Source: an optimization exercise on an open RTL-to-GDS flow (aim: small area, a short achievable clock period and few clock cycles per item). Production flows keep margins and buffers that such runs may drop.
At most, simulation tests tie the RTL to the original design; equivalence was not proved.
Only the layout flow was run in runs 1, 5 and 6; the RTL was not checked for function there.
Power and IR drop assume default switching activity.

==> flow/design.v <==
`timescale 1ns/1ps
module huff_enc_top (
    input  logic        clk,
    input  logic        n_rst,
    input  logic        i_tbl_we,
    input  logic [7:0]  i_tbl_addr,
    input  logic [15:0] i_tbl_code,
    input  logic [4:0]  i_tbl_len,
    input  logic        i_start,
    input  logic        i_wait,
    input  logic [1:0]  i_comp,
    input  logic [31:0] i_data,
    output logic        o_valid,
    output logic [7:0]  o_data,
    output logic        o_done
);
    logic [16:0] dc_tab  [0:8];
    logic [16:0] ac_tab  [0:23];    
    logic [16:0] eob_tab;
    logic [16:0] wval;
    always_comb begin
        for (int i = 0; i < 17; i++) begin
            wval[i] = ((i_tbl_len == 5'(i)) ||
                       ((i < 16) && (i_tbl_len > 5'(i)) && i_tbl_code[i % 16]));
        end
    end
    always_ff @(posedge clk) begin
        if (n_rst && i_tbl_we) begin
            for (int c = 0; c < 9; c++)
                if (i_tbl_addr == 8'(c)) dc_tab[c] <= wval;
            for (int r = 0; r < 3; r++)
                for (int s = 1; s <= 8; s++)
                    if (i_tbl_addr == 8'(8'h40 | (r << 4) | s)) ac_tab[8*r + s - 1] <= wval;
            if (i_tbl_addr == 8'h80) eob_tab <= wval;
        end
    end
    logic               busy;
    logic               start;
    logic [7:0]         pred [0:2];
    logic [7:0]         psel;
    logic [8:0]         dsel;
    logic [7:0]         damp;
    logic [8:0]         achi  [1:3];
    logic [8:1]         acsz  [1:3];
    logic [7:0]         acamp [1:3];
    logic [3:1]         nz;
    assign start = i_start && !busy && !i_wait;
    always_comb begin
        case (i_comp)
            2'd0:    psel = pred[0];
            2'd1:    psel = pred[1];
            2'd2:    psel = pred[2];
            default: psel = '0;
        endcase
        for (int k = 1; k < 4; k++) begin
            achi[k][8] = 1'b0;
            for (int b = 7; b >= 0; b--)
                achi[k][b] = |((i_data[8*k +: 8] ^ {8{i_data[8*k + 7]}}) & (8'hff << b)) |
                             (i_data[8*k + 7] && ((i_data[8*k +: 8] & ((8'd1 << b) - 8'd1)) == 8'd0));
            nz[k] = achi[k][0];
            for (int sz = 1; sz < 9; sz++) acsz[k][sz] = achi[k][sz-1] & !achi[k][sz];
            for (int b = 0; b < 8; b++)
                acamp[k][b] = (i_data[8*k + b] ^ (i_data[8*k + 7] &&
                               ((i_data[8*k +: 8] & ((8'd1 << b) - 8'd1)) == 8'd0))) & achi[k][b];
        end
    end
    huff_dc_cat u_dc (
        .i_v    (i_data[7:0]),
        .i_p    (psel),
        .o_sel  (dsel),
        .o_amp  (damp)
    );
    always_ff @(posedge clk) begin
        if (!n_rst) begin
            pred[0] <= '0;
            pred[1] <= '0;
            pred[2] <= '0;
        end else if (start) begin
            if (i_comp == 2'd0) pred[0] <= i_data[7:0];
            if (i_comp == 2'd1) pred[1] <= i_data[7:0];
            if (i_comp == 2'd2) pred[2] <= i_data[7:0];
        end
    end
    logic [24:0] fs_dc;
    always_comb begin
        fs_dc = 25'(damp);
        for (int c = 0; c < 9; c++)
            if (dsel[c]) fs_dc = fs_dc | (25'(dc_tab[c]) << c);
    end
    logic [2:0]  rem;           
    logic [2:0]  rem_next;
    logic        nxt2, nxt3, nxte;
    logic [23:0] asel;          
    logic        esel;
    logic [7:0]  s_amp;
    logic [24:0] fs_ac;
    always_comb begin
        nxt2 = rem[0];
        nxt3 = !rem[0] && rem[1];
        nxte = !rem[0] && !rem[1] && rem[2];
        for (int sz = 1; sz < 9; sz++) begin
            if (!busy) begin
                asel[sz - 1]      = acsz[1][sz];
                asel[8 + sz - 1]  = !nz[1] && acsz[2][sz];
                asel[16 + sz - 1] = !nz[1] && !nz[2] && acsz[3][sz];
            end else begin
                asel[sz - 1]      = (nxt2 && acsz[2][sz]) || (nxt3 && nz[2] && acsz[3][sz]);
                asel[8 + sz - 1]  = nxt3 && !nz[2] && acsz[3][sz];
                asel[16 + sz - 1] = 1'b0;
            end
        end
        if (!busy) begin
            esel     = !nz[1] && !nz[2] && !nz[3];
            s_amp    = acamp[1] | (nz[1] ? 8'h00 : (acamp[2] | (nz[2] ? 8'h00 : acamp[3])));
            if (nz[1])      rem_next = {!nz[3], nz[3], nz[2]};
            else if (nz[2]) rem_next = {!nz[3], nz[3], 1'b0};
            else            rem_next = 3'b000;
        end else begin
            esel     = nxte;
            s_amp    = (nxt2 ? acamp[2] : 8'h00) | (nxt3 ? acamp[3] : 8'h00);
            rem_next = nxt2 ? {rem[2:1], 1'b0} : 3'b000;
            if (nxt3) rem_next = {rem[2], 2'b00};
        end
        fs_ac = 25'(s_amp);
        for (int e = 0; e < 24; e++)
            if (asel[e]) fs_ac = fs_ac | (25'(ac_tab[e]) << (e % 8 + 1));
        if (esel) fs_ac = fs_ac | 25'(eob_tab);
    end
    logic [24:0] a_q, p_q;
    logic [25:0] ga, gp;
    logic [24:0] oha, ohp;
    logic [7:0]  galo;
    logic [2:0]  nalo;
    logic [4:0]  np;
    logic [7:0]  a_l8, p_l8, amask, pmask;
    logic [8:0]  pbeyond_v;
    logic [7:0]  p_sh, pm_sh;
    logic        pbeyond;
    logic        ge8, more, pempty;
    logic [31:0] w, x;
    logic [32:0] gx;
    logic [31:0] ohx;
    logic [24:0] x_drop, a_d;
    logic        emit, fin, emit_y;
    logic [7:0]  validm;
    always_comb begin
        ga[25] = 1'b0;
        gp[25] = 1'b0;
        for (int i = 24; i >= 0; i--) begin
            ga[i] = |(a_q & (25'h1ffffff << i));
            gp[i] = |(p_q & (25'h1ffffff << i));
        end
        for (int i = 0; i < 25; i++) begin
            oha[i] = a_q[i] & !ga[i+1];
            ohp[i] = p_q[i] & !gp[i+1];
        end
        a_l8 = '0;
        p_l8 = '0;
        for (int k = 0; k < 8; k++)
            for (int j = 1; j < 25; j++)
                if (j - 8 + k >= 0) begin
                    a_l8[k] = a_l8[k] | (oha[j] & a_q[(j - 8 + k) % 25]);
                    p_l8[k] = p_l8[k] | (ohp[j] & p_q[(j - 8 + k) % 25]);
                end
        for (int k = 0; k < 8; k++) begin
            amask[k] = ga[8 - k];
            pmask[k] = gp[8 - k];
        end
        pbeyond_v = gp[9:1];
        galo[7] = a_q[7];
        for (int i = 6; i >= 0; i--) galo[i] = |(a_q[7:0] & (8'hff << i));
        nalo = '0;
        for (int i = 0; i < 8; i++)
            if (galo[i] && !((i < 7) ? galo[(i + 1) % 8] : 1'b0)) nalo = nalo | 3'(i);
        np = '0;
        for (int i = 0; i < 25; i++)
            if (ohp[i]) np = np | 5'(i);
        p_sh    = p_l8 >> nalo;
        pm_sh   = pmask >> nalo;
        pbeyond = pbeyond_v[8 - nalo];
        ge8    = ga[8];
        more   = (rem != 3'b000);
        pempty = !gp[1];
        validm = amask | pm_sh;
        emit_y = validm[0];
        if (ge8) begin
            emit = 1'b1;
            fin  = !ga[9] && pempty && !more;
        end else begin
            emit = emit_y || !more;
            fin  = !more && !pbeyond;
        end
        w = (32'(a_q[7:0]) << np) | 32'(p_q & ~ohp);
        x = ge8 ? 32'(a_q) : w;
        gx[32] = 1'b0;
        for (int i = 31; i >= 0; i--) gx[i] = gx[i+1] | x[i];
        for (int i = 0; i < 32; i++) ohx[i] = x[i] & !gx[i+1];
        for (int j = 0; j < 25; j++)
            x_drop[j] = (x[j] & ((j + 9 < 33) ? gx[(j + 9) % 33] : 1'b0)) |
                        ((j + 8 < 32) ? ohx[(j + 8) % 32] : 1'b0);
        a_d = (ge8 || emit_y) ? x_drop : x[24:0];
    end
    huff_out_gate u_gate (
        .i_busy  (busy),
        .i_wait  (i_wait),
        .i_emit  (emit),
        .i_fin   (fin),
        .o_valid (o_valid),
        .o_done  (o_done)
    );
    assign o_data  = ge8 ? a_l8 : ((a_l8 | p_sh) | (more ? 8'h00 : ~validm));
    always_ff @(posedge clk) begin
        if (!n_rst) begin
            busy <= 1'b0;
        end else if (start) begin
            busy <= 1'b1;
        end else if (busy && !i_wait && fin) begin
            busy <= 1'b0;
        end
    end
    always_ff @(posedge clk) begin
        if (start) begin
            a_q <= fs_dc;
            p_q <= fs_ac;
            rem <= rem_next;
        end else if (busy && !i_wait) begin
            a_q <= a_d;
            if (!ge8) begin
                p_q <= more ? fs_ac : 25'd1;
                rem <= rem_next;
            end
        end
    end
endmodule
module huff_out_gate (
    input  logic i_busy,
    input  logic i_wait,
    input  logic i_emit,
    input  logic i_fin,
    output logic o_valid,
    output logic o_done
);
    assign o_valid = i_busy && !i_wait && i_emit;
    assign o_done  = i_busy && !i_wait && i_fin;
endmodule
module huff_dc_cat (
    input  logic [7:0] i_v,
    input  logic [7:0] i_p,
    output logic [8:0] o_sel,
    output logic [7:0] o_amp
);
    logic [8:0] sum, sm1, u;
    logic [8:0] thm;
    always_comb begin
        sum = {i_v[7], i_v} - {i_p[7], i_p};
        sm1 = {i_v[7], i_v} + ~{i_p[7], i_p};
        u = sum[8] ? ~sm1 : sum;
        thm[8] = 1'b0;
        for (int b = 7; b >= 0; b--) thm[b] = |(u[7:0] & (8'hff << b));
        for (int b = 0; b < 8; b++) o_amp[b] = (sum[8] ? sm1[b] : sum[b]) & thm[b];
        o_sel[0] = !thm[0];
        for (int c = 1; c < 9; c++) o_sel[c] = thm[c-1] & !thm[c];
    end
endmodule
==> flow/flow/run.sh <==
#!/bin/bash
# Standard ORFS layout (the standard.sh) with stronger timing repair:
# a larger setup repair target, sizing not limited to same-footprint cells,
# and plain buffers on the ports instead of delay buffers.
set -euo pipefail
bash standard.sh finish \
  SETUP_SLACK_MARGIN=6.5 \
  MATCH_CELL_FOOTPRINT=0 \
  "BUFFER_PORTS_ARGS=-buffer_cell sky130_fd_sc_hd__buf_4" \
  > standard_flow.log 2>&1
==> flow/standard.sh <==
#!/bin/bash
# synth_recipe.tcl (not shown) runs the flow's synth.tcl, then flattens the netlist and writes it again
# the make line also repeats each setting of config.mk as NAME=value (left out here)
make -C /OpenROAD-flow-scripts/flow DESIGN_CONFIG=/design/flow/config.mk WORK_HOME=/design/flow/orfs CLKGATE_MAP_FILE= SYNTH_SCRIPT=/design/flow/synth_recipe.tcl "${@:-finish}"
==> flow/config.mk <==
export PLATFORM = sky130hd
export DESIGN_NAME = huff_enc_top
export DESIGN_NICKNAME = huff_enc_top
export VERILOG_FILES = /design/flow/design.v
export SDC_FILE = /design/flow/constraint.sdc
export NUM_CORES = 4
export LEC_CHECK = 0
export ABC_AREA = 1
export CAP_MARGIN = 20
export CORE_MARGIN = 2
export CORE_UTILIZATION = 55
export CTS_CLUSTER_DIAMETER = 300
export CTS_CLUSTER_SIZE = 22
export SLEW_MARGIN = 20
export SYNTH_HIERARCHICAL = 1
==> flow/constraint.sdc <==
create_clock -name core_clock -period 12.0 [get_ports {clk}]
set_input_delay 2.4000 -clock core_clock [delete_from_list [all_inputs] [get_ports {clk}]]
set_output_delay 2.4000 -clock core_clock [all_outputs]
set_load 0.01 [all_outputs]
==> reports/results.ini, run 1 <==
[status]
status = timing/DRC/antenna clean

[yosys]
ys_top_cells_by_area = edfxtp_1 59%, nand2_1 7.1%, inv_1 3.6%, nor2_1 3.6%, nand3_1 2.9%
avgSynthCellArea_um2 = 10.4
ys_seq_elements = 656
ys_types = 66
synth_warnings = 14
synth-edff-count = 631
syn_inst = 3089
synth_top_area_cell = edfxtp_1
syn_nets = 3172
synth.cell_area_um2 = 32000
synth-main-ff-cell = edfxtp_1
yosysSeqAreaShare_pct = 60.7
synthArstFlopShare_pct = 0
synth_top_area_share_pct = 59.1

[die]
die-width_um = 245
start_util_pct = 55.5
io_pins = 78
rows = 88
die-area_um2 = 60200
core_um2 = 57700
fp.dieH_um = 245

[drt]
drc = 0
post_drt_via_cell_ratio = 6.45
drt_iter0_drc = 3501
wl_per_cell_um = 26.8
dr_total_vias = 26700
antenna_left = 0
totalWireLength_um = 111000
drt_first_pass_iters = 6

[setup_path]
crit_type = reg -> out
startpoint = a_q[6]
reg2reg_to = a_q[3]
arrival_ps = 3550
timing.rr.start = p_q[2]
endpoint_kind = output pin
rr_worst_depth = 22
required_ps = 9600
r2r_slack_ps = 7700
path_max_fanout = 3
crit_path_start_kind = flip-flop
crit_path_end = o_done

[power_and_ir_drop]
p_leak_nw = 13.7
ir_worst_vdd_mv = 0.135
power_mw = 4.62
power.density_nw_per_um2 = 123

[cells_and_area]
fin_util_pct = 65.3
fin_area_um2 = 37700
stdcell_count = 4137
synthToLayoutAreaGrowth_pct = 17.5
fillerInstances = 4469
drive_gt1_share_pct = 21.6
fin_nets = 3435

[placement]
place_ws_ps = 4780
io_buffer_count = 77
placedInstanceArea_um2 = 33800
post-dp-hpwl_um = 72200
place.gp.congestion = 0.969
dp_cells = 3905

[clocking]
cts.reportedPaths.clkPinSlew_ps = 100
cts_buffers = 35
numClockSinks = 656
root_buffer = clkbuf_16
cts_tree = done
clockBufferDepth = 3
cts_max_level = 2
cts_hold_buf = 0
worstSkewPairLatency_ps = 580

[timing]
worst_slack_ps = 6050
min_period_ps = 5950
hold_ws_ps = 502
clock.fmax_ghz = 0.168
rsz0062_at_grt = yes
setup_violations = 0
hold_viol = 0
period_share_pct = 49.6
tns_ps = 0
worst_slew_pin_slew_ps = 1120
finClkSkew_ps = 27.0
drv_slew = 0
timing.slew.headroom_pct = 25.3

[worst_hold_path]
min_path_type = reg -> reg

[global_route]
grt_pass1_vias = 25300
grt_max_degree = 38
grt_usage_pct = 36.2
grt_pass1_wl_um = 162000
overflow = 0
antenna_found_initial = 6

[job]
cap_violations = 0

==> how the worst min path moves through the flow <==
stage / from / to / slack [ps] / cells past startpoint
CTS: pred[0][3] / pred[0][3] / 500 / 2
global placement: pred[2][5] / pred[2][5] / 470 / 2
floorplan: pred[0][0] / pred[0][0] / 460 / 2
finish: pred[0][3] / pred[0][3] / 500 / 2
global route: pred[0][3] / pred[0][3] / 520 / 2
detailed placement: pred[0][3] / pred[0][3] / 480 / 2
==> modules after synthesis (local to each module, per instance) <==
module	flip-flops and latches	times used	area, um2
huff_enc_top	656	1	30800
huff_dc_cat	0	1	1200
huff_out_gate	0	1	22.5
==> cell usage in the layout, fill, tap and decap left out, types with 9 or more instances in the layout <==
cell type,instances
nand2_2,45
a211oi_1,13
nand3_1,175
o2111ai_1,14
nor2_1,251
edfxtp_1,631
nor4_2,9
o21ai_2,10
a221oi_2,14
dfxtp_1,25
buf_4,285
clkbuf_16,36
buf_6,19
inv_4,10
o21ai_1,27
nor3_1,25
nand3_4,13
o221ai_1,22
clkinvlp_4,10
a22oi_1,35
o211ai_1,22
nand4_1,55
nand2_4,20
o21ai_0,92
nor2_4,48
a22o_1,91
inv_2,47
inv_1,265
a21oi_1,99
nor2_2,42
o22ai_1,67
nand3_2,16
a221oi_1,58
nand2_1,578
clkbuf_1,14
==> where the power goes <==
group	switching (mW)	internal, mW	total [mW]
sequential	0.0309	2.54	2.57
clock	0.698	0.569	1.27
combinational	0.522	0.259	0.781
total	1.25	3.37	4.62
==> critical path, cell delays in order, from the launching register on <==
cell and delay [ps]:
edfxtp_1 530, nor2_4 230, inv_4 50, nor2_4 100
inv_2 60, nor2_4 130, nand2_2 90, a21oi_2 170
nand2_2 100, nand3_4 90, inv_4 50, ha_4 170
xnor2_4 160, a31oi_1 60, o21ai_1 110, nand3_1 140
a211oi_4 360, inv_1 90, nor2_2 140, buf_4 150
==> what timing repair did <==
| item | CTS | global route |
|---|---|---|
| buffers inserted | 114 | 54 |
| pin swaps | 57 | 62 |
| gates cloned | 4 | 1 |
| endpoints found under the setup margin | 45 | 44 |
| resized for setup | 205 | 161 |
| hold endpoints to repair | 0 | 0 |
==> area by class of cell <==
| type | instances | area, um2 | share of cell area [%] |
|---|---|---|---|
| clock inverters | 3 | 58.8 | 0.156 |
| well taps | 765 | 957 | 2.54 |
| diodes | 5 | 12.5 | 0.0332 |
| inverters | 340 | 1380 | 3.65 |
| multi-input cells | 2003 | 12300 | 32.7 |
| repair buffers | 316 | 2580 | 6.85 |
| clock buffers | 49 | 928 | 2.46 |
| flip-flops and latches | 656 | 19400 | 51.6 |
==> layer usage <==
metal	GRT usage, %	wire (um)	vias up
met1	48.2	41500	12900
met5	0	40	-
met2	57.5	51500	1717
met4	19.4	6740	6
met3	5.61	11300	352
li1	-	-	11700
==> sequential cells by signal, summed over array words and instances, names as in the netlist <==
name and flops:
pred 24, a_q 25, p_q 25, dc_tab 153, eob_tab 17, ac_tab 408, rem 3, busy 1
==> logic make-up after synthesis <==
group                    Yosys count  share of synthesized area (%)
buffers and inverters            433                           5.48
AND/OR/NAND/NOR                 1312                           18.4
AO/OA/AOI/OAI                    653                           14.2
multiplexers                       2                         0.0625
flip-flops                       656                           60.7
adder cells (fa/ha/maj)           15                          0.633
XOR/XNOR                          18                          0.492
==> Yosys cell counts (20+ instances only) <==
cell	n
edfxtp_1	631
nand2_1	609
inv_1	308
nor2_1	307
nand3_1	183
o21ai_0	117
a21oi_1	107
a22o_1	91
a221oi_1	74
o22ai_1	73
nand4_1	55
clkbuf_1	52
a22oi_1	35
nand2_2	31
nor3_1	31
o221ai_1	26
dfxtp_1	25
buf_2	23
o211ai_1	22
inv_2	20
nor2_2	20
==> run 2: changes to the inputs <==
--- a/flow/design.v
+++ b/flow/design.v
@@ -194,5 +194,5 @@
         x = ge8 ? 32'(a_q) : w;
         gx[32] = 1'b0;
-        for (int i = 31; i >= 0; i--) gx[i] = gx[i+1] | x[i];
+        for (int i = 31; i >= 0; i--) gx[i] = |(x & (32'hffffffff << i));
         for (int i = 0; i < 32; i++) ohx[i] = x[i] & !gx[i+1];
         for (int j = 0; j < 25; j++)
--- a/flow/flow/run.sh
+++ b/flow/flow/run.sh
@@ -5,5 +5,5 @@
 set -euo pipefail
 bash standard.sh finish \
-  SETUP_SLACK_MARGIN=6.5 \
+  SETUP_SLACK_MARGIN=6.2 \
   MATCH_CELL_FOOTPRINT=0 \
   "BUFFER_PORTS_ARGS=-buffer_cell sky130_fd_sc_hd__buf_4" \
==> run 2 against run 1 <==
  * Design area down 0.48%
  * Setup slack better by 130 ps
  * Final cell count up 4.4%
==> reports/results.ini, run 2 <==
[status]
status = timing/DRC/antenna clean

[placement]
post-dp-hpwl_um = 77600
placedInstanceArea_um2 = 34500
io_buffer_count = 77
place.gp.congestion = 1.12

[yosys]
avgSynthCellArea_um2 = 9.94
ys_top_cells_by_count = 755 x nand2_1, 631 x edfxtp_1, 308 x inv_1, 306 x nor2_1, 229 x nand3_1
synth.cell_area_um2 = 32800
ys_top_cells_by_area = edfxtp_1 58%, nand2_1 8.6%, inv_1 3.5%, nor2_1 3.5%, nand3_1 3.5%
synth_top_area_cell = edfxtp_1
synth-edff-count = 631
synth_warnings = 14
synth-main-ff-cell = edfxtp_1
syn_nets = 3380
synth_most_common_cell = nand2_1
synthArstFlopShare_pct = 0
synth_top_area_share_pct = 57.8
syn_inst = 3297
yosysSeqAreaShare_pct = 59.3
ys_types = 73
ys_seq_elements = 656

[drt]
wl_per_cell_um = 27.2
drt_first_pass_iters = 6
dr_total_vias = 27700
antenna_left = 0
post_drt_via_cell_ratio = 6.42
totalWireLength_um = 117000
drc = 0
drt_iter0_drc = 3699

[timing]
tns_ps = 0
finClkSkew_ps = 43.8
period_share_pct = 48.5
worst_slew_pin_slew_ps = 1030
timing.slew.headroom_pct = 31.1
setup_violations = 0
rsz0062_at_grt = yes
clock.fmax_ghz = 0.172
min_period_ps = 5820
drv_slew = 0
hold_viol = 0

[clocking]
root_buffer = clkbuf_16
cts.reportedPaths.clkPinSlew_ps = 110
cts_hold_buf = 0
worstSkewPairLatency_ps = 620
cts_buffers = 35
clockBufferDepth = 3
cts_max_level = 2
cts_tree = done
numClockSinks = 656

[cells_and_area]
fin_nets = 3615
largest_reg_flops = 408
drive_gt1_share_pct = 17.9
largestRegisters = ac_tab: 408 flops, dc_tab: 153 flops
synthToLayoutAreaGrowth_pct = 14.4
fillerInstances = 4890
regMostFlops = ac_tab
layout_commonest_cell = nand2_1
final_cell_mix = 740 x nand2_1, 631 x edfxtp_1, 282 x inv_1
fin_area_um2 = 37500

[die]
fp.dieH_um = 248
io_pins = 78
die-width_um = 248
core_um2 = 59000
die-area_um2 = 61600
start_util_pct = 55.5
rows = 89

[setup_path]
worstPathCellList = inv_2, nand2_4, nor2_4, buf_6, nand4_4, o22ai_1, a2111oi_2, nand2_1, nor3_2, nand2_1, nand3_1, o21ai_0, nor2_1, nand2_1, nand2_1, nand2_1, buf_6
crit_path_start_kind = flip-flop
rr_worst_depth = 21
path_delay_family = simple AND/OR/NAND/NOR gates
cp_num_cells = 17
crit_type = reg -> out
endpoint_kind = output pin
slowest_delay_ps = 550
path_common_cell = nand2_1
cp_slowest_cell = edfxtp_1
crit_buf_inv = 3
arrival_ps = 3420
required_ps = 9600
path_max_fanout = 7
r2r_slack_ps = 7290

[global_route]
antenna_found_initial = 4
grt_pass1_wl_um = 169000
grt_max_degree = 35
grt_pass1_vias = 25700
overflow = 0
grt_usage_pct = 37.5

[power_and_ir_drop]
internal_power_mw = 3.36
p_switching_mw = 1.28
p_leak_nw = 13.7
ir_worst_vdd_mv = 0.160
pwr-share-clk_pct = 27.6
power.density_nw_per_um2 = 124
switching_share_pct = 27.6
power_frac_seq_pct = 55.4
pwr-share-comb_pct = 17.0

[worst_hold_path]
min_path_type = reg -> reg
hold_depth = 2

[job]
cap_violations = 0

-- run 2: metal layers --
layer	GRT usage (%)	up-vias	share of wire, %
met5	0	-	0.019
met1	48.3	13300	36
met3	6.49	356	11
met2	62.6	1883	48
li1	-	12200	-
met4	16.5	4	5.1
-- run 2: timing repair --
item	CTS	global route
setup endpoints to repair	31	45
pin swaps	9	53
cloned	1	1
buffers inserted	60	89
resized for setup	51	151
-- run 2: final cells by class --
| type | instances | area (um2) | share of cell area, % |
|---|---|---|---|
| clock inverters | 4 | 85.1 | 0.227 |
| repair buffers | 297 | 2420 | 6.47 |
| multi-input cells | 2199 | 12300 | 32.8 |
| clock buffers | 45 | 913 | 2.44 |
| diodes | 1 | 2.50 | 0.00668 |
| inverters | 343 | 1360 | 3.62 |
| well taps | 773 | 967 | 2.58 |
| flip-flops and latches | 656 | 19400 | 51.9 |
-- run 2: per-module statistics from Yosys (local to each module, per instance) --
module | copies in the design | flip-flops and latches | cells | cell area, um2
huff_out_gate | 1 | 0 | 6 | 22.5
huff_dc_cat | 1 | 0 | 215 | 1200
huff_enc_top | 1 | 656 | 3076 | 31600
-- run 2: worst paths after layout --
path / startpoint / to
worst max-delay path: p_q[22] / o_data[0]
worst min-delay path: pred[0][7] / pred[0][7]
worst max register to register: p_q[16] / a_q[4]
worst min register to register: pred[0][7] / pred[0][7]
-- run 2: power by group through the flow --
stage          logic (mW)  registers, mW  clock network [mW]
5_1_grt             0.837           2.57                1.36
2_1_floorplan       0.422           2.61                   0
3_3_place_gp        0.654           2.64                   0
3_5_place_dp        0.660           2.64                   0
4_1_cts             0.705           2.57                1.28
6_report            0.787           2.57                1.28
-- run 2: through the flow --
stage	hold WS (ps)	worst slack, ps	power [mW]	std cells	util, %
floorplan	455	6460	3.03	3297	-
global placement	467	5080	3.29	4116	58.3
detailed placement	476	4960	3.30	4117	58.4
CTS	492	6110	4.56	4227	61.2
global route	513	5990	4.77	4317	63.5
finish	494	6180	4.64	4318	63.5
-- run 2: cells by family (layout without fill, tap and decap cells) --
family	after synthesis	count (layout)	share of synthesized area [%]
AO/OA/AOI/OAI	609	609	12.4
XOR/XNOR	18	18	0.481
adder cells (fa/ha/maj)	15	15	0.618
buffers and inverters	444	689	5.54
flip-flops	656	656	59.3
other	0	1	0
AND/OR/NAND/NOR	1555	1557	21.6
-- run 2: worst reg2reg max path, cell delays in order (launching register included) --
cell and delay (ps):
edfxtp_1 550, inv_1 170, nand3_1 140, nor2_1 70
nand3_2 190, nand2_1 100, nor2_1 160, nand3_1 110
nor2_2 730, clkinv_2 500, nand3_2 210, nand2_1 70
nand2_1 50, nand2_1 100, a21oi_2 320, nand3_1 230
nor2_4 200, nand2_1 130, o21ai_1 170, nand3_1 170
nand2_1 90, inv_1 40
Testbench counts of run 2, summed over its fixed seeds: cycles 9,294, blocks 2,400.
==> run 3: changes to the inputs <==
--- a/flow/flow/run.sh
+++ b/flow/flow/run.sh
@@ -5,5 +5,5 @@
 set -euo pipefail
 bash standard.sh finish \
-  SETUP_SLACK_MARGIN=6.2 \
+  SETUP_SLACK_MARGIN=6.5 \
   MATCH_CELL_FOOTPRINT=0 \
   "BUFFER_PORTS_ARGS=-buffer_cell sky130_fd_sc_hd__buf_4" \
--- a/flow/config.mk
+++ b/flow/config.mk
@@ -9,5 +9,5 @@
 export CAP_MARGIN = 20
 export CORE_MARGIN = 2
-export CORE_UTILIZATION = 55
+export CORE_UTILIZATION = 62
 export CTS_CLUSTER_DIAMETER = 300
 export CTS_CLUSTER_SIZE = 22
==> run 3 against run 2 <==
  * Still clean on timing, DRC and antenna
  * Flip-flop and latch count did not move
  * Routed wire length grew 1.1%
  * Register-to-register slack improved by 190 ps
  * Synthesized cell count did not move
  * Critical endpoint is now o_data[1]
==> reports/results.ini, run 3 <==
[global_route]
antenna_found_initial = 5
grt_pass1_vias = 27400
overflow = 0
grt_usage_pct = 42.7
grt_max_degree = 35
grt_pass1_wl_um = 171000

[cells_and_area]
fin_area_um2 = 38000
fin_nets = 3646
fillerInstances = 3649
synthToLayoutAreaGrowth_pct = 16.1
final_cell_mix = 725 x nand2_1, 631 x edfxtp_1, 295 x buf_4
fin_util_pct = 72.5
layout_commonest_cell = nand2_1
largest_reg_flops = 408
largestRegisters = ac_tab: 408 flops, dc_tab: 153 flops
regMostFlops = ac_tab
drive_gt1_share_pct = 20.5

[setup_path]
path_max_fanout = 7
path_common_cell = nand2_1
crit_buf_inv = 5
required_ps = 9600
arrival_ps = 3340
crit_path_start_kind = flip-flop
worstPathCellList = buf_4, buf_6, buf_4, nand3_4, inv_4, a21oi_2, nand4_1, a21oi_1, nand2_1, nor3_4, nand2_2, nand2_1, nor2_1, nor2_1, o21ai_1, nand2_1, nand2_1, buf_6
endpoint_kind = output pin
slowest_delay_ps = 570
path_delay_family = simple AND/OR/NAND/NOR gates
cp_slowest_cell = edfxtp_1
crit_type = reg -> out

[timing]
drv_slew = 0
timing.slew.headroom_pct = 25.7
finClkSkew_ps = 21.7
clock.fmax_ghz = 0.174
min_period_ps = 5740
worst_slew_pin_slew_ps = 1110
setup_violations = 0
hold_ws_ps = 497
worst_slack_ps = 6260
period_share_pct = 47.8
hold_viol = 0
tns_ps = 0
rsz0062_at_grt = yes

[clocking]
worstSkewPairLatency_ps = 600
cts_tree = done
cts_max_level = 2
clockBufferDepth = 3
cts_hold_buf = 0
root_buffer = clkbuf_16
cts.reportedPaths.clkPinSlew_ps = 90
numClockSinks = 656
cts_buffers = 35

[yosys]
synth_warnings = 14
avgSynthCellArea_um2 = 9.94
synth-main-ff-cell = edfxtp_1
yosysSeqAreaShare_pct = 59.3
ys_top_cells_by_count = 755 x nand2_1, 631 x edfxtp_1, 308 x inv_1, 306 x nor2_1, 229 x nand3_1
synth-edff-count = 631
ys_types = 73
syn_nets = 3380
synthArstFlopShare_pct = 0
syn_inst = 3297
ys_seq_elements = 656
synth_top_area_cell = edfxtp_1
ys_top_cells_by_area = edfxtp_1 58%, nand2_1 8.6%, inv_1 3.5%, nor2_1 3.5%, nand3_1 3.5%
synth.cell_area_um2 = 32800
synth_top_area_share_pct = 57.8
synth_most_common_cell = nand2_1

[drt]
drc = 0
drt_iter0_drc = 4460
dr_total_vias = 28900
post_drt_via_cell_ratio = 6.77
antenna_left = 0
drt_first_pass_iters = 8
wl_per_cell_um = 27.8
totalWireLength_um = 119000

[placement]
place_ws_ps = 5040
place.gp.congestion = 1.06
io_buffer_count = 77
placedInstanceArea_um2 = 34300
post-dp-hpwl_um = 75800

[die]
core_um2 = 52400
die-area_um2 = 54700
rows = 84
io_pins = 78
die-width_um = 234
start_util_pct = 62.5
fp.dieH_um = 234

[power_and_ir_drop]
power.density_nw_per_um2 = 123
p_leak_nw = 13.9
ir_worst_vdd_mv = 0.170

[status]
status = timing/DRC/antenna clean

[job]
cap_violations = 0

[worst_hold_path]
min_path_type = reg -> reg

==> run 3: cell type report <==
| type | count | area [um2] | share of cell area, % |
|---|---|---|---|
| Antenna cell | 3 | 7.51 | 0.0197 |
| Tap cell | 688 | 861 | 2.26 |
| Multi-Input combinational cell | 2202 | 12700 | 33.4 |
| Timing Repair Buffer | 324 | 2600 | 6.84 |
| Timing Repair inverter | 1 | 5.00 | 0.0132 |
| Sequential cell | 656 | 19400 | 51.1 |
| Clock buffer | 48 | 967 | 2.54 |
| Inverter | 343 | 1380 | 3.62 |
| Clock inverter | 2 | 50.0 | 0.132 |
==> run 3: report_power, final <==
group          internal [mW]  total (mW)  switching (mW)
Sequential              2.54        2.57          0.0285
Combinational          0.260       0.816           0.555
Clock                  0.592        1.30           0.710
==> run 3: final timing paths <==
kind              startpoint    endpoint  slack (ps)  cells after the start
hold / removal    pred[0][6]  pred[0][6]         500                      2
setup reg to reg     p_q[22]      a_q[6]        7480                     22
setup / recovery     p_q[14]   o_data[1]        6260                     18
hold reg to reg   pred[0][6]  pred[0][6]         500                      2
==> run 3: repair_timing <==
action                                  in CTS  in global routing
pin swaps                                   45                 72
endpoints found under the setup margin      47                 50
cloned                                       3                  3
buffers inserted                           118                 61
gates resized for setup                    180                135
==> run 3: metrics by stage <==
| step | power (mW) | cells |
|---|---|---|
| after CTS | 4.60 | 4199 |
| final | 4.69 | 4267 |
| after detailed placement | 3.29 | 4028 |
| after global placement | 3.28 | 4028 |
| after global routing | 4.78 | 4264 |
| after floorplan | 3.03 | 3297 |
==> run 3: cell families after synthesis <==
logic type	count (synthesis)	synth area share, %
AND/OR/NAND/NOR	1555	21.6
flip-flops	656	59.3
AO/OA/AOI/OAI	609	12.4
buffers and inverters	444	5.54
XOR/XNOR	18	0.481
adder cells (fa/ha/maj)	15	0.618
==> run 3: modules after synthesis, one instance, submodules excluded <==
| module | cells inside | flops+latches | cell area (um2) | copies in the design |
|---|---|---|---|---|
| huff_out_gate | 6 | 0 | 22.5 | 1 |
| huff_dc_cat | 215 | 0 | 1200 | 1 |
| huff_enc_top | 3076 | 656 | 31600 | 1 |
==> run 3: tightest hold or removal path, cell delays in order, from the launching register on <==
cell and delay (ps):
dfxtp_1 340, nor2_1 50, nor2_1 80
==> run 3: per-layer routing <==
metal | track usage, % | up-vias | share of wire, %
met5 | 0 | - | 0.028
met4 | 28.9 | 6 | 7.7
met3 | 8.63 | 587 | 12
met2 | 68.3 | 2443 | 46
met1 | 52.7 | 13600 | 33
li1 | - | 12300 | -
==> run 4: changes to the inputs <==
--- a/flow/config.mk
+++ b/flow/config.mk
@@ -9,5 +9,5 @@
 export CAP_MARGIN = 20
 export CORE_MARGIN = 2
-export CORE_UTILIZATION = 62
+export CORE_UTILIZATION = 55
 export CTS_CLUSTER_DIAMETER = 300
 export CTS_CLUSTER_SIZE = 22
==> run 4 against run 3 <==
  * Design area decreased by 0.14%
  * Total power down 1.2%
  * Sequential share of layout area increased by 0.072 points
  * Clock skew decreased by 2.1 ps
  * Highest routed layer unchanged
  * Core utilization down 8.2 points
  * Register-to-register slack barely moved
  * Largest cell class unchanged
  * Clock-buffer cell count shrank 1
  * Critical path depth down 1
  * Synthesized cell count unchanged
  * First-iteration DRC count down 20%
  * Clock power is 3% lower
==> reports/results.ini, run 4 <==
[status]
status = timing/DRC/antenna clean

[cells_and_area]
fin_nets = 3637
largest_reg_flops = 408
largestRegisters = ac_tab: 408 flops, dc_tab: 153 flops
regMostFlops = ac_tab
final_cell_mix = 726 x nand2_1, 631 x edfxtp_1, 289 x buf_4
seqCellArea_um2 = 19400
fin_area_um2 = 38000
multi_input_comb_area_um2 = 12700
drive_gt1_share_pct = 20.7
synthToLayoutAreaGrowth_pct = 15.9
fillerInstances = 4776
layout_commonest_cell = nand2_1

[drt]
drt_iter0_drc = 3569
drt_first_pass_iters = 6
dr_total_vias = 28000
antenna_left = 0
wl_per_cell_um = 27.1
post_drt_via_cell_ratio = 6.44
totalWireLength_um = 117000
drc = 0

[yosys]
avgSynthCellArea_um2 = 9.94
ys_seq_elements = 656
ys_top_cells_by_area = edfxtp_1 58%, nand2_1 8.6%, inv_1 3.5%, nor2_1 3.5%, nand3_1 3.5%
synth_top_area_cell = edfxtp_1
synthArstFlopShare_pct = 0
synth_most_common_cell = nand2_1
syn_inst = 3297
synth-edff-count = 631
synth_warnings = 14
synth-main-ff-cell = edfxtp_1
syn_nets = 3380
synth.cell_area_um2 = 32800
ys_types = 73
ys_top_cells_by_count = 755 x nand2_1, 631 x edfxtp_1, 308 x inv_1, 306 x nor2_1, 229 x nand3_1
yosysSeqAreaShare_pct = 59.3
synth_top_area_share_pct = 57.8

[setup_path]
worstPathCellList = nor2_4, nand2_4, buf_4, nor2_2, inv_2, buf_4, o221ai_1, nor3_2, buf_4, nand4_1, nand3_2, o21ai_2, nand2_1, nand2_1, nand2_1, nand2_1, buf_6
rr_worst_depth = 23
endpoint_kind = output pin
crit_path_start_kind = flip-flop
cp_slowest_cell = edfxtp_1
path_max_fanout = 6
slowest_delay_ps = 480
arrival_ps = 3340
required_ps = 9600
crit_type = reg -> out
path_common_cell = nand2_1

[power_and_ir_drop]
p_leak_nw = 13.9
power.density_nw_per_um2 = 122
ir_worst_vdd_mv = 0.146

[die]
rows = 89
core_um2 = 59000
io_pins = 78
die-width_um = 248
start_util_pct = 55.5
die-area_um2 = 61600
fp.dieH_um = 248

[timing]
setup_violations = 0
drv_slew = 0
worst_slew_pin_slew_ps = 1040
rsz0062_at_grt = yes
clock.fmax_ghz = 0.174
timing.slew.headroom_pct = 30.3
hold_viol = 0
tns_ps = 0
period_share_pct = 47.8
hold_ws_ps = 493
finClkSkew_ps = 19.6
min_period_ps = 5740

[global_route]
overflow = 0
grt_pass1_vias = 26400
antenna_found_initial = 5
grt_max_degree = 35
grt_usage_pct = 37.8
grt_pass1_wl_um = 170000

[clocking]
cts_tree = done
clockBufferDepth = 3
cts_buffers = 35
cts_max_level = 2
root_buffer = clkbuf_16
numClockSinks = 656
worstSkewPairLatency_ps = 580
cts.reportedPaths.clkPinSlew_ps = 100

[placement]
placedInstanceArea_um2 = 34500
io_buffer_count = 77
post-dp-hpwl_um = 76600
place.gp.congestion = 0.987

[job]
cap_violations = 0

[worst_hold_path]
min_path_type = reg -> reg
hold_depth = 2

## run 4: worst max-delay path, delay by kind of cell, from the launching register on
family / cells / cell delay, ps
flops: 1 / 480
simple gates: 10 / 1200
compound gates: 2 / 400
buf+inv: 5 / 670
## run 4: layout make-up
type / instances / share of cell area (%)
Antenna cell: 2 / 0.0132
Clock buffer: 47 / 2.42
Clock inverter: 2 / 0.102
Inverter: 343 / 3.57
Multi-Input combinational cell: 2199 / 33.4
Sequential cell: 656 / 51.2
Tap cell: 773 / 2.55
Timing Repair Buffer: 319 / 6.73
## run 4: modules after synthesis (local to each module, per instance)
module,cells inside,copies in the design
huff_out_gate,6,1
huff_dc_cat,215,1
huff_enc_top,3076,1
## run 4: through the flow
| step | total power [mW] | instances | utilization, % | setup slack [ps] |
|---|---|---|---|---|
| floorplan | 3.03 | 3297 | - | 6510 |
| global placement | 3.28 | 4119 | 58.4 | 5130 |
| detailed placement | 3.29 | 4120 | 58.4 | 4940 |
| CTS | 4.56 | 4299 | 62.8 | 6360 |
| global route | 4.75 | 4340 | 64.4 | 6130 |
| finish | 4.63 | 4341 | 64.4 | 6260 |
## run 4: power breakdown
part	internal [mW]	total (mW)	switching, mW
Clock	0.563	1.26	0.696
Combinational	0.261	0.803	0.541
Sequential	2.54	2.57	0.0280
## run 4: cell families (layout without fill, tap and decap cells)
kind of cell	after synthesis	count (layout)	share of synthesized area, %
buffers and inverters	444	711	5.54
adders and majority gates	15	15	0.618
DFF	656	656	59.3
xor gates and xnor gates	18	18	0.481
AOI/OAI and AO/OA	609	609	12.4
and+or+nand+nor	1555	1557	21.6
other	0	2	0
## run 4: metal layers
layer | vias to the layer above | track usage (%) | routed length (um)
met5 | - | 0 | 52
met4 | 8 | 17.8 | 6730
met3 | 370 | 6.18 | 11400
met2 | 1803 | 63.8 | 56600
met1 | 13500 | 47.7 | 42700
li1 | 12200 | - | -
## run 4: repair_timing
action                     in CTS  in global routing
hold endpoints to repair        0                  0
pin swaps                      48                 70
gates resized for setup       170                143
hold buffers                    0                  0
setup buffers                 128                 40
setup endpoints to repair      42                 46
cloned                          2                  0
## run 4: worst paths after layout
path              slack, ps        from          to
setup / recovery       6260     p_q[24]   o_data[0]
hold / removal          490  pred[0][5]  pred[0][5]
setup reg to reg       7470     p_q[22]      a_q[4]
hold reg to reg         490  pred[0][5]  pred[0][5]
==> run 5: changes to the inputs <==
--- a/flow/design.v
+++ b/flow/design.v
@@ -194,5 +194,5 @@
         x = ge8 ? 32'(a_q) : w;
         gx[32] = 1'b0;
-        for (int i = 31; i >= 0; i--) gx[i] = |(x & (32'hffffffff << i));
+        for (int i = 31; i >= 0; i--) gx[i] = gx[i+1] | x[i];
         for (int i = 0; i < 32; i++) ohx[i] = x[i] & !gx[i+1];
         for (int j = 0; j < 25; j++)
@@ -250,13 +250,16 @@
     output logic [7:0] o_amp
 );
-    logic [8:0] sum, sm1, u;
+    logic [8:0] sum;
     logic [8:0] thm;
+    logic       neg;
     always_comb begin
         sum = {i_v[7], i_v} - {i_p[7], i_p};
-        sm1 = {i_v[7], i_v} + ~{i_p[7], i_p};
-        u = sum[8] ? ~sm1 : sum;
+        neg = sum[8];
         thm[8] = 1'b0;
-        for (int b = 7; b >= 0; b--) thm[b] = |(u[7:0] & (8'hff << b));
-        for (int b = 0; b < 8; b++) o_amp[b] = (sum[8] ? sm1[b] : sum[b]) & thm[b];
+        for (int b = 7; b >= 0; b--)
+            thm[b] = |((sum[7:0] ^ {8{neg}}) & (8'hff << b)) |
+                     (neg && ((sum[7:0] & ((8'd1 << b) - 8'd1)) == 8'd0));
+        for (int b = 0; b < 8; b++)
+            o_amp[b] = (sum[b] ^ (neg && ((sum[7:0] & ((8'd1 << b) - 8'd1)) == 8'd0))) & thm[b];
         o_sel[0] = !thm[0];
         for (int c = 1; c < 9; c++) o_sel[c] = thm[c-1] & !thm[c];
==> run 5 against run 4 <==
  * Total power up 0.51%
  * Critical path type unchanged
  * Clock-buffer cell count down 4
  * Still clean on timing, DRC and antenna
  * Hold slack worse by 1.2 ps
  * Maximum frequency down 2.6%
  * Sequential share of layout area up 0.38 points
==> reports/results.ini, run 5 <==
[timing]
timing.slew.headroom_pct = 17.9
clock.fmax_ghz = 0.170
hold_viol = 0
setup_violations = 0
rsz0062_at_grt = yes
tns_ps = 0
worst_slack_ps = 6110
period_share_pct = 49.1
worst_slew_pin_slew_ps = 1230
drv_slew = 0
min_period_ps = 5890
finClkSkew_ps = 35.3

[yosys]
synthArstFlopShare_pct = 0
synth_most_common_cell = edfxtp_1
synth-edff-count = 631
synth_warnings = 14
synth-main-ff-cell = edfxtp_1
ys_seq_elements = 656
synth_top_family_by_area = simple AND/OR/NAND/NOR gates
synth.cell_area_um2 = 31900
synth_top_area_cell = edfxtp_1
synth_compound_area_share_pct = 14.0
synthMuxAreaShare_pct = 0.0942
synth-xor-area-share_pct = 0.495
syn_inst = 3060
syn_nets = 3142
ys_top_cells_by_area = edfxtp_1 59%, nand2_1 7.1%, nor2_1 3.6%, inv_1 3.4%, nand3_1 3.0%
synth_top_area_share_pct = 59.4
ys_top_cells_by_count = 631 x edfxtp_1, 601 x nand2_1, 307 x nor2_1, 290 x inv_1, 193 x nand3_1
avgSynthCellArea_um2 = 10.4
yosys.area_share.simple_pct = 18.6
synth_adder_area_share_pct = 0.573
ys_types = 69
yosysSeqAreaShare_pct = 61.0

[power_and_ir_drop]
power_frac_seq_pct = 55.2
pwr-share-clk_pct = 27.3
ir_worst_vdd_mv = 0.152
switching_share_pct = 27.2
p_leak_nw = 13.5
power.density_nw_per_um2 = 123
p_switching_mw = 1.26
power_mw = 4.65
pwr-share-comb_pct = 17.5
internal_power_mw = 3.39

[global_route]
grt_max_degree = 39
use_met2_pct = 62.0
grt_pass1_vias = 26200
grt_usage_pct = 37.3
antenna_found_initial = 1
grt_util_met3_pct = 6.81
grt_pass1_wl_um = 166000
overflow = 0
busiest_layer = met2
met1_usage_pct = 48.6

[worst_hold_path]
min_path_type = reg -> reg
hold_depth = 2
worstHoldStart = pred[2][2]
whs_endpoint = pred[2][2]

[placement]
post-dp-hpwl_um = 71100
place.gp.congestion = 0.954
place_ws_ps = 5240
io_buffer_count = 77
dp_cells = 3883

[cells_and_area]
layout_commonest_cell = edfxtp_1
fillerInstances = 4466
stdcell_count = 4113
largestRegisters = ac_tab: 408 flops, dc_tab: 153 flops
synthToLayoutAreaGrowth_pct = 18.3
final_cell_mix = 631 x edfxtp_1, 563 x nand2_1, 300 x buf_4
fin_nets = 3420
largest_reg_flops = 408
regMostFlops = ac_tab
drive_gt1_share_pct = 22.4
fin_util_pct = 65.6

[setup_path]
arrival_ps = 3490
timing.rr.start = p_q[9]
r2r_slack_ps = 7670
crit_path_start_kind = flip-flop
reg2reg_to = a_q[1]
rr_worst_depth = 23
crit_type = reg -> out
path_max_fanout = 5
endpoint_kind = output pin
required_ps = 9600

[drt]
antenna_left = 0
totalWireLength_um = 113000
wl_per_cell_um = 27.5
dr_total_vias = 27000
drt_iter0_drc = 3442
drt_first_pass_iters = 7
drc = 0
post_drt_via_cell_ratio = 6.55

[die]
rows = 88
start_util_pct = 55.5
die-width_um = 245
io_pins = 78
die-area_um2 = 59900
fp.dieH_um = 245
core_um2 = 57500

[clocking]
cts.reportedPaths.clkPinSlew_ps = 100
clockBufferDepth = 3
cts_max_level = 2
numClockSinks = 656
root_buffer = clkbuf_16
worstSkewPairLatency_ps = 590
cts_tree = done
cts_buffers = 35

[job]
cap_violations = 0

[status]
status = timing/DRC/antenna clean

## run 5: cell type report
cell class,count,area [um2],share of cell area [%]
clock inverters,3,55.1,0.146
repair buffers,335,2800,7.43
inverters,315,1270,3.38
multi-input cells,1995,12200,32.5
diodes,1,2.50,0.00664
well taps,765,957,2.54
clock buffers,43,927,2.46
flip-flops and latches,656,19400,51.6
## run 5: how the worst max path moves through the flow
stage               from        end  slack (ps)  depth (start not counted)
6_report          a_q[3]  o_data[0]        6110                         18
5_1_grt           a_q[7]  o_data[1]        5950                         19
4_1_cts          a_q[20]     o_done        6170                         21
3_5_place_dp      a_q[7]     o_done        5240                         19
3_3_place_gp      a_q[7]     o_done        5340                         19
2_1_floorplan  i_comp[1]    a_q[13]        6330                         25
## run 5: power groups by stage
stage / Combinational (mW) / Clock, mW / Sequential (mW)
after floorplan: 0.396 / 0 / 2.61
after CTS: 0.741 / 1.27 / 2.57
after global routing: 0.865 / 1.34 / 2.57
after detailed placement: 0.630 / 0 / 2.63
final: 0.815 / 1.27 / 2.57
after global placement: 0.626 / 0 / 2.63
## run 5: stage by stage
step	hold slack (ps)	cell area, um2
4_1_cts	491	36700
6_report	492	37700
5_1_grt	521	37700
2_1_floorplan	455	31900
3_5_place_dp	471	33700
3_3_place_gp	467	33700
## run 5: what timing repair did
| action | 4_1_cts | 5_1_grt |
|---|---|---|
| buffers inserted | 131 | 48 |
| hold buffers | 0 | 0 |
| gates resized for setup | 222 | 144 |
| endpoints found under the setup margin | 50 | 48 |
| cloned | 3 | 0 |
| pin swaps | 87 | 79 |
## run 5: cells by family (layout without fill, tap and decap cells)
family | after synthesis | after routing
compound gates | 644 | 644
xor+xnor | 18 | 18
fa+ha+maj | 14 | 14
buf+inv | 411 | 696
flops | 656 | 656
mux | 3 | 3
other cells | 0 | 1
simple gates | 1314 | 1316
## run 5: metal layers
layer	routed length [um]	part of all wire (%)
met5	0	0
met3	12000	11
met1	42000	37
met4	5150	4.5
met2	54000	48
## run 5: critical path: stages, from the launching register on
cell and delay (ps):
edfxtp_1 500, nor2_2 180, nand2_1 110, nor2_2 120, nand2_1 80, o211ai_1 170, nand2_4 160, buf_12 160
buf_4 140, o21ai_4 190, mux2i_2 110, or2_1 240, nand4_1 130, inv_2 80, a21oi_1 150, o21ai_1 80
nand2_1 60, nand2_1 70, buf_6 150
## run 5: Yosys stat by module (local to each module, per instance)
module	flip-flops and latches	cell area [um2]
huff_out_gate	0	22.5
huff_dc_cat	0	991
huff_enc_top	656	30900
==> run 6: changes to the inputs <==
--- a/flow/design.v
+++ b/flow/design.v
@@ -83,9 +83,13 @@
     end
     logic [24:0] fs_dc;
-    always_comb begin
-        fs_dc = 25'(damp);
-        for (int c = 0; c < 9; c++)
-            if (dsel[c]) fs_dc = fs_dc | (25'(dc_tab[c]) << c);
-    end
+    logic [9*17-1:0] dc_flat;
+    always_comb
+        for (int c = 0; c < 9; c++) dc_flat[17*c +: 17] = dc_tab[c];
+    huff_dc_lookup u_dclk (
+        .i_tab (dc_flat),
+        .i_sel (dsel),
+        .i_amp (damp),
+        .o_fs  (fs_dc)
+    );
     logic [2:0]  rem;           
     logic [2:0]  rem_next;
@@ -122,9 +126,16 @@
             if (nxt3) rem_next = {rem[2], 2'b00};
         end
-        fs_ac = 25'(s_amp);
-        for (int e = 0; e < 24; e++)
-            if (asel[e]) fs_ac = fs_ac | (25'(ac_tab[e]) << (e % 8 + 1));
-        if (esel) fs_ac = fs_ac | 25'(eob_tab);
-    end
+    end
+    logic [24*17-1:0] ac_flat;
+    always_comb
+        for (int e = 0; e < 24; e++) ac_flat[17*e +: 17] = ac_tab[e];
+    huff_ac_lookup u_aclk (
+        .i_tab  (ac_flat),
+        .i_eob  (eob_tab),
+        .i_sel  (asel),
+        .i_esel (esel),
+        .i_amp  (s_amp),
+        .o_fs   (fs_ac)
+    );
     logic [24:0] a_q, p_q;
     logic [25:0] ga, gp;
@@ -194,5 +205,5 @@
         x = ge8 ? 32'(a_q) : w;
         gx[32] = 1'b0;
-        for (int i = 31; i >= 0; i--) gx[i] = gx[i+1] | x[i];
+        for (int i = 31; i >= 0; i--) gx[i] = |(x & (32'hffffffff << i));
         for (int i = 0; i < 32; i++) ohx[i] = x[i] & !gx[i+1];
         for (int j = 0; j < 25; j++)
@@ -250,18 +261,42 @@
     output logic [7:0] o_amp
 );
-    logic [8:0] sum;
+    logic [8:0] sum, sm1, u;
     logic [8:0] thm;
-    logic       neg;
     always_comb begin
         sum = {i_v[7], i_v} - {i_p[7], i_p};
-        neg = sum[8];
+        sm1 = {i_v[7], i_v} + ~{i_p[7], i_p};
+        u = sum[8] ? ~sm1 : sum;
         thm[8] = 1'b0;
-        for (int b = 7; b >= 0; b--)
-            thm[b] = |((sum[7:0] ^ {8{neg}}) & (8'hff << b)) |
-                     (neg && ((sum[7:0] & ((8'd1 << b) - 8'd1)) == 8'd0));
-        for (int b = 0; b < 8; b++)
-            o_amp[b] = (sum[b] ^ (neg && ((sum[7:0] & ((8'd1 << b) - 8'd1)) == 8'd0))) & thm[b];
+        for (int b = 7; b >= 0; b--) thm[b] = |(u[7:0] & (8'hff << b));
+        for (int b = 0; b < 8; b++) o_amp[b] = (sum[8] ? sm1[b] : sum[b]) & thm[b];
         o_sel[0] = !thm[0];
         for (int c = 1; c < 9; c++) o_sel[c] = thm[c-1] & !thm[c];
     end
 endmodule
+module huff_dc_lookup (
+    input  logic [9*17-1:0] i_tab,
+    input  logic [8:0]      i_sel,
+    input  logic [7:0]      i_amp,
+    output logic [24:0]     o_fs
+);
+    always_comb begin
+        o_fs = 25'(i_amp);
+        for (int c = 0; c < 9; c++)
+            if (i_sel[c]) o_fs = o_fs | (25'(i_tab[17*c +: 17]) << c);
+    end
+endmodule
+module huff_ac_lookup (
+    input  logic [24*17-1:0] i_tab,
+    input  logic [16:0]      i_eob,
+    input  logic [23:0]      i_sel,
+    input  logic             i_esel,
+    input  logic [7:0]       i_amp,
+    output logic [24:0]      o_fs
+);
+    always_comb begin
+        o_fs = 25'(i_amp);
+        for (int e = 0; e < 24; e++)
+            if (i_sel[e]) o_fs = o_fs | (25'(i_tab[17*e +: 17]) << (e % 8 + 1));
+        if (i_esel) o_fs = o_fs | 25'(i_eob);
+    end
+endmodule
--- a/flow/config.mk
+++ b/flow/config.mk
@@ -10,6 +10,4 @@
 export CORE_MARGIN = 2
 export CORE_UTILIZATION = 55
-export CTS_CLUSTER_DIAMETER = 300
-export CTS_CLUSTER_SIZE = 22
 export SLEW_MARGIN = 20
 export SYNTH_HIERARCHICAL = 1
==> run 6 against run 5 <==
  * Sequential power hardly changed
  * Clock power is about 70% higher
  * Critical path depth is 1 lower
  * Via count is 6.6% higher
==> reports/results.ini, run 6 <==
[timing]
min_period_ps = 5840
hold_ws_ps = 489
tns_ps = 0
drv_slew = 0
setup_violations = 0
timing.slew.headroom_pct = 24.8
rsz0062_at_grt = yes
period_share_pct = 48.7
hold_viol = 0
finClkSkew_ps = 22.7
clock.fmax_ghz = 0.171
worst_slew_pin_slew_ps = 1130

[global_route]
grt_pass1_vias = 27400
grt_usage_pct = 35.2
grt_max_degree = 35
overflow = 0
grt_pass1_wl_um = 168000
antenna_found_initial = 2

[clocking]
cts_max_level = 3
cts_buffers = 70
clockBufferDepth = 3
worstSkewPairLatency_ps = 610
cts.reportedPaths.clkPinSlew_ps = 60
root_buffer = clkbuf_16
numClockSinks = 656
cts_tree = done
cts_hold_buf = 0

[job]
cap_violations = 0

[power_and_ir_drop]
ir_worst_vdd_mv = 0.174
p_leak_nw = 15.8
pwr-share-comb_pct = 14.3
internal_power_mw = 4.05
switching_share_pct = 26.7
power.density_nw_per_um2 = 139
power_frac_seq_pct = 46.6
pwr-share-clk_pct = 39.1
p_switching_mw = 1.47

[setup_path]
crit_buf_inv = 7
slowest_delay_ps = 500
path_max_fanout = 14
cp_slowest_cell = edfxtp_1
crit_path_start_kind = flip-flop
worstPathCellList = nor2_2, inv_1, nor3_2, inv_1, o21ai_2, nand2_4, buf_6, buf_4, nand2_1, nand2_1, o211ai_1, nand3_1, a311oi_4, buf_6, inv_1, nor2_1, buf_4
path_delay_family = buffers and inverters
arrival_ps = 3440
required_ps = 9600
crit_type = reg -> out
endpoint_kind = output pin
path_common_cell = inv_1

[yosys]
ys_seq_elements = 656
synth-edff-count = 631
synth-main-ff-cell = edfxtp_1
syn_inst = 3729
ys_top_cells_by_count = 1271 x nand2_1, 631 x edfxtp_1, 467 x nor2_1, 335 x inv_1, 191 x nand3_1
yosys.area_share.simple_pct = 27.2
synth_compound_area_share_pct = 7.23
synthMuxAreaShare_pct = 0.0626
synthArstFlopShare_pct = 0
synth_warnings = 16
synth_top_area_share_pct = 55.8
syn_nets = 3812
synth-xor-area-share_pct = 0.490
synth_adder_area_share_pct = 0.597
ys_types = 69
synth_most_common_cell = nand2_1
synth.cell_area_um2 = 34000
synth_top_area_cell = edfxtp_1
synth_top_family_by_area = simple AND/OR/NAND/NOR gates
yosysSeqAreaShare_pct = 57.3
ys_top_cells_by_area = edfxtp_1 56%, nand2_1 14%, nor2_1 5.2%, inv_1 3.7%, nand3_1 2.8%
avgSynthCellArea_um2 = 9.11

[placement]
io_buffer_count = 77
post-dp-hpwl_um = 73800
place.gp.congestion = 0.972

[die]
start_util_pct = 55.3
die-width_um = 252
die-area_um2 = 63700
io_pins = 78
core_um2 = 61400
rows = 91
fp.dieH_um = 252

[cells_and_area]
drive_gt1_share_pct = 18.5
largestRegisters = ac_tab: 408 flops, dc_tab: 153 flops
fin_nets = 4064
antenna_cells = 0
regMostFlops = ac_tab
largest_reg_flops = 408
layout_commonest_cell = nand2_1
synthToLayoutAreaGrowth_pct = 17.1
final_cell_mix = 1247 x nand2_1, 631 x edfxtp_1, 426 x nor2_1

[worst_hold_path]
min_path_type = reg -> reg

[status]
status = timing/DRC/antenna clean

[drt]
totalWireLength_um = 114000
wl_per_cell_um = 23.6
drt_iter0_drc = 3455
antenna_left = 0
drt_first_pass_iters = 6
dr_total_vias = 28700
post_drt_via_cell_ratio = 5.95
drc = 0

[run 6: changes by cell type after synthesis, sizes merged, moves of 9 or more]
| cell | delta |
|---|---|
| inv | +41 |
| a22oi | -44 |
| buf | +63 |
| a211oi | -9 |
| nand2 | +695 |
| a221oi | -52 |
| o21ai | -16 |
| a21oi | -16 |
| a32o | -18 |
| a2111oi | -17 |
| nor2 | +160 |
| a22o | -64 |
| nand4 | -9 |
| clkbuf | -28 |
[run 6: Yosys stat by module, one instance, submodules excluded]
| module | cell area, um2 | flops+latches | cells |
|---|---|---|---|
| huff_dc_cat | 1200 | 0 | 215 |
| huff_enc_top | 28000 | 656 | 2391 |
| huff_dc_lookup | 1250 | 0 | 287 |
| huff_ac_lookup | 3520 | 0 | 830 |
| huff_out_gate | 22.5 | 0 | 6 |
[run 6: cells by family (layout without fill, tap and decap cells)]
kind of cell	after synthesis	count (layout)
buffers and inverters	484	788
AND/OR/NAND/NOR	2162	2165
multiplexers	2	2
XOR/XNOR	19	19
AO/OA/AOI/OAI	390	390
other	1	1
flip-flops	656	656
adder cells (fa/ha/maj)	15	15
[run 6: metrics by stage]
| step | power [mW] | cell area (um2) | instances | utilization [%] | setup slack, ps |
|---|---|---|---|---|---|
| after floorplan | 3.05 | 34000 | 3729 | - | 6670 |
| after global placement | 3.28 | 35200 | 4542 | 57.3 | 5330 |
| after detailed placement | 3.29 | 35200 | 4542 | 57.3 | 5160 |
| after CTS | 5.47 | 38800 | 4773 | 63.3 | 6260 |
| after global routing | 5.69 | 39800 | 4826 | 64.8 | 6010 |
| final | 5.53 | 39800 | 4826 | 64.8 | 6160 |
[run 6: cell type report]
class | count | area, um2
fill | 4893 | 21600
sequential | 656 | 19400
multi-input combinational | 2592 | 13100
timing repair buffer | 307 | 2540
clock buffer | 87 | 1860
inverter | 353 | 1380
tap | 790 | 988
clock inverter | 40 | 448
timing repair inverter | 1 | 5.00
[run 6: per-layer routing]
metal / track usage [%] / up-vias / wire [um]
met5: 0 / - / 12
li1: - / 13000 / -
met1: 47.8 / 13700 / 44900
met3: 5.43 / 316 / 11000
met2: 56.8 / 1735 / 52800
met4: 14.5 / 2 / 5180
[run 6: path summary, 6_finish.rpt]
kind / from / endpoint / slack [ps] / cells past startpoint
worst max-delay path: a_q[3] / o_done / 6160 / 17
worst min-delay path: pred[1][6] / pred[1][6] / 490 / 2
worst max register to register: p_q[23] / a_q[2] / 7870 / 17
worst min register to register: pred[1][6] / pred[1][6] / 490 / 2
[run 6: repair_timing]
action	in CTS	in global routing
endpoints found under the setup margin	50	52
gates resized for setup	144	118
buffers inserted	103	47
pin swaps	49	31
gates cloned	1	5
endpoints found under the hold margin	0	0
[run 6: worst register-to-register path, cell delays in order, from the launching register on]
cell and delay, ps:
edfxtp_1 460, buf_4 180, o21ai_0 610, nand3_1 180
nor3b_2 300, nand4_2 500, nand3_1 330, nand2_1 70
nand2_1 70, nand3_1 170, nand2_1 230, nand3_1 140
nor2_1 200, nand2_2 110, nor2_1 100, nand2_1 110
nand3_1 100, nand2_1 50
[run 6: power by group through the flow]
stage	Sequential, mW	Clock (mW)	Combinational, mW
2_1_floorplan	2.61	0	0.439
3_3_place_gp	2.63	0	0.651
3_5_place_dp	2.63	0	0.655
4_1_cts	2.58	2.17	0.728
5_1_grt	2.58	2.26	0.848
6_report	2.58	2.16	0.791

==> what the ideal ports hide <==
Ports are ideal in the flow. The routed layouts listed here were re-timed in OpenROAD.
Step 1 (the two cells are an assumption about what drives the block):
set clk [get_ports {clk}]
set_driving_cell -lib_cell sky130_fd_sc_hd__clkbuf_16 $clk
set_driving_cell -lib_cell sky130_fd_sc_hd__buf_2 [delete_from_list [all_inputs] $clk]
Step 2 times the ports against the registers' clock, not the clock port: input delays grow and output delays shrink by t, the midpoint of the rising clock arrivals with the driver on.
a / b / c = ideal / step 1 / step 2; a / b = the first two.
run	t, ns	slack for setup (ns)	worst setup path after step 2	clock arrival spread, ns
run 1	0.629	6.049 / 5.989 / 5.936	input to register	0.039 / 0.039
run 2	0.658	6.183 / 6.119 / 5.561	input to register	0.045 / 0.044
run 3	0.649	6.264 / 6.201 / 5.887	input to register	0.023 / 0.023
run 4	0.633	6.262 / 6.197 / 5.861	input to register	0.021 / 0.020
run 5	0.635	6.109 / 6.049 / 5.874	input to register	0.037 / 0.037
run 6	0.661	6.157 / 6.094 / 6.013	input to register	0.023 / 0.024
After both steps every run listed still meets setup and hold. For run 2, which loses most, drivers alone change the setup slack by -0.064 ns; drivers and shift together by -0.622 ns.
